From an optimization exercise on the open Yosys and OpenROAD flow, aimed at small area and a short achievable clock period; shortcuts taken in it are not production practice.
Only simulation tests tie the RTL to the original design; equivalence was not proved.
No activity file was given, so power comes from the tool's default toggle rates.

## build 36
Design coreTop, start of the top module:
module coreTop #(
	parameter logic [31:0] resetAddress = '0
) (
	input logic clk,
	input logic reset,
	input corePkg::wordT instr,
	output corePkg::wordT pc,
	output logic regWriteEnable,
	output corePkg::regIndexT writeReg,
	output corePkg::wordT writeData
);
	logic isAdd, isRsub, isAnd, isSll, isSrl, isJ, isJal, isJalr, isJr;
	corePkg::wordT operandA;
	corePkg::wordT second;
	corePkg::wordT immediate;
	logic useImmediate;
	logic useRegister;
	corePkg::wordT pcPlusOne;
	corePkg::wordT writeDataReg;
	logic secondTooWide;
	instructionDecoder decoder (
		.opcode(instr[31:23]),
		.isAdd(isAdd),
		.isRsub(isRsub),
		.isAnd(isAnd),
		.isSll(isSll),
		.isSrl(isSrl),
		.isJ(isJ),
		.isJal(isJal),
		.isJalr(isJalr),
		.isJr(isJr)
	);
	assign regWriteEnable = isAdd | isRsub | isAnd | isSll | isSrl | isJal | isJalr;
	assign writeReg = isJal ? 4'd0 : instr[22:19];
	assign useImmediate = (instr[18:16] == 3'b000);
	assign useRegister = |instr[18:16];
	assign immediate = {{20{instr[15] & (isAdd | isRsub)}}, instr[15:4]};
	registerFile regFile (
		.clk(clk),
		.reset(reset),
		.srcA(instr[3:0]),
		.srcB(instr[7:4]),
		.writeReg(writeReg),
		.regWriteEnable(regWriteEnable),
		.writeData(writeDataReg),
  ...
For scale: about 2500 cells after synthesis, about 580 flip-flops, about 31000 sq um of cells after synthesis.
export LEC_CHECK = 0
export CAP_MARGIN = 20
export CORE_MARGIN = 2
export CORE_UTILIZATION = 45
export CTS_CLUSTER_DIAMETER = 100
export CTS_CLUSTER_SIZE = 22
export SETUP_SLACK_MARGIN = 3.25
export SLEW_MARGIN = 20
export SYNTH_HIERARCHICAL = 1
create_clock -name core_clock -period 12.0 [get_ports {clk}]
standard.sh (not shown) runs the stock make flow with config.mk's settings and CLKGATE_MAP_FILE= SYNTH_SCRIPT=/design/flow/synth_recipe.tcl, a recipe that flattens the netlist after the stock synthesis.
==> flow/flow/run.sh <==
#!/bin/bash
# The standard layout (the standard.sh, all ORFS steps), with the port buffers that
# buffer_ports inserts made plain buf_4 cells instead of the library's default pick.
set -euo pipefail
export BUFFER_PORTS_ARGS="-buffer_cell sky130_fd_sc_hd__buf_4"
bash standard.sh finish > standard_flow.log 2>&1
Here is what was changed in the inputs of build 12 compared with build 36.
Settings: swapping 45 for 55 in CORE_UTILIZATION; swapping 3.25 for 3 in SETUP_SLACK_MARGIN.
--- outcome ---
- [compare] base=build 36 new=build 12: routed via count moved up; maximum frequency from static timing analysis fell by 2.6%; total stage count of the critical path now larger; share of the clock period used by the worst path after layout rose 1.9 points.
- Number of DRC markers after the initial detailed-route iteration (build 12 over build 36): decrease, about 10%
- instr[0] as the source of the critical timing path was reported by build 36, and instr[3] by build 12.
- Build 12 against build 36; leakage power summed over all cells is down by a few percent.
### build 12 -> build 47
Settings: swapping 3 for 2.5 in SETUP_SLACK_MARGIN; swapping 55 for 45 in CORE_UTILIZATION.
### Flow results
- Delta(total of clock buffers placed in the layout, build 47 - build 12) < 0
- Build 12 → build 47: flip-flop and latch count saw little to no change; final worst hold slack saw a decrease; via count saw a decrease; power attributed to combinational cells saw a decrease; starting density of the core saw a decrease.
- Taking build 12 as the reference point, the count of TritonRoute iterations in the first routing pass of build 47 falls by 1.
- Register area share after synthesis: build 12 vs build 47 identical
- Summary: setup skew after layout, build 47 worse than build 12
#### Input delta (build 81 over build 47)
Settings: SETUP_SLACK_MARGIN changed from 2.5 to 3.
==> flow/flow/run.sh <==
#!/bin/bash
# The standard layout (the standard.sh, all ORFS steps), with the port buffers that
# buffer_ports inserts made plain buf_2 cells instead of the library's default pick.
set -euo pipefail
export BUFFER_PORTS_ARGS="-buffer_cell sky130_fd_sc_hd__buf_2"
bash standard.sh finish > standard_flow.log 2>&1
==> comparison <==
Looking at total global routing track utilization across build 81 and build 47, the one that comes out higher is build 47.
| number of nets with antenna violations after routing | build 81 vs build 47 | ≈ equal |
Number of clock buffers in the layout, build 81 and build 47, higher one = build 81.
The faster design of the two is build 81; build 47 tops out lower.
The setup slack of build 81 is larger than that of build 47.
Of the two values seen for beginning of the critical path, instr[6] was produced by build 81 and instr[0] by build 47.
Per the comparison of build 81 with build 47, sequential share of layout area now sits lower; area added between synthesis and finish moved up; initial antenna violation count has decreased.
Compared with build 47, build 81 instantiates a larger number of cells.
The total number of vias in build 81 sits 3.4% above the value recorded for build 47.
> inputs changed (build 81 -> build 21)
==> flow/flow/run.sh <==
#!/bin/bash
# The standard layout (the standard.sh, all ORFS steps), with the port buffers that
# buffer_ports inserts made plain buf_4 cells instead of the library's default pick.
set -euo pipefail
export BUFFER_PORTS_ARGS="-buffer_cell sky130_fd_sc_hd__buf_4"
bash standard.sh finish > standard_flow.log 2>&1
==> comparison <==
Relative to build 81, number of iterations in the first detailed-routing pass has increased by 2 in build 21.
Build 21: count of plain and timing-repair buffers in the layout is about 3.2% lower than what build 81 reported.
The final reports for build 21 and build 81 show total track usage lower in the former.
Share of flip-flops with an asynchronous set or reset after synthesis: build 81 vs build 21 identical

==> what the ideal ports hide <==
How much do the figures lean on ideal ports? The routed layouts below were timed once more, with nothing changed but the port constraints.
Step 1: set_driving_cell puts a clkbuf_16 on clk and a buf_2 on each other input, an assumption about the parent block.
Step 2 moves the port delays by t, midway between the first and last clock arrival at a register: inputs arrive t later, outputs are due t later. That takes back most of the time a late clock gives input paths.
Slacks: no drivers / after step 1 / after step 2; pairs: no drivers / after step 1.
run	t, ns	setup slack, ns	hold WS [ns]	worst register clock-pin slew, ns	worst slew at a driven data input, ns
build 36	0.681	3.228 / 3.202 / 3.074	0.515 / 0.515 / 0.515	0.10 / 0.10	0.04
build 12	0.694	2.998 / 2.972 / 2.606	0.517 / 0.517 / 0.517	0.10 / 0.10	0.04
build 47	0.707	2.546 / 2.514 / 2.316	0.509 / 0.509 / 0.509	0.10 / 0.10	0.05
build 81	0.704	3.008 / 2.970 / 2.940	0.524 / 0.524 / 0.524	0.10 / 0.10	0.05
build 21	0.680	3.034 / 3.004 / 2.800	0.508 / 0.508 / 0.508	0.10 / 0.10	0.04
After both steps every run listed still meets setup and hold. The setup slack of build 12, which loses most, moves by -0.026 ns with the drivers and by -0.392 ns with both steps.
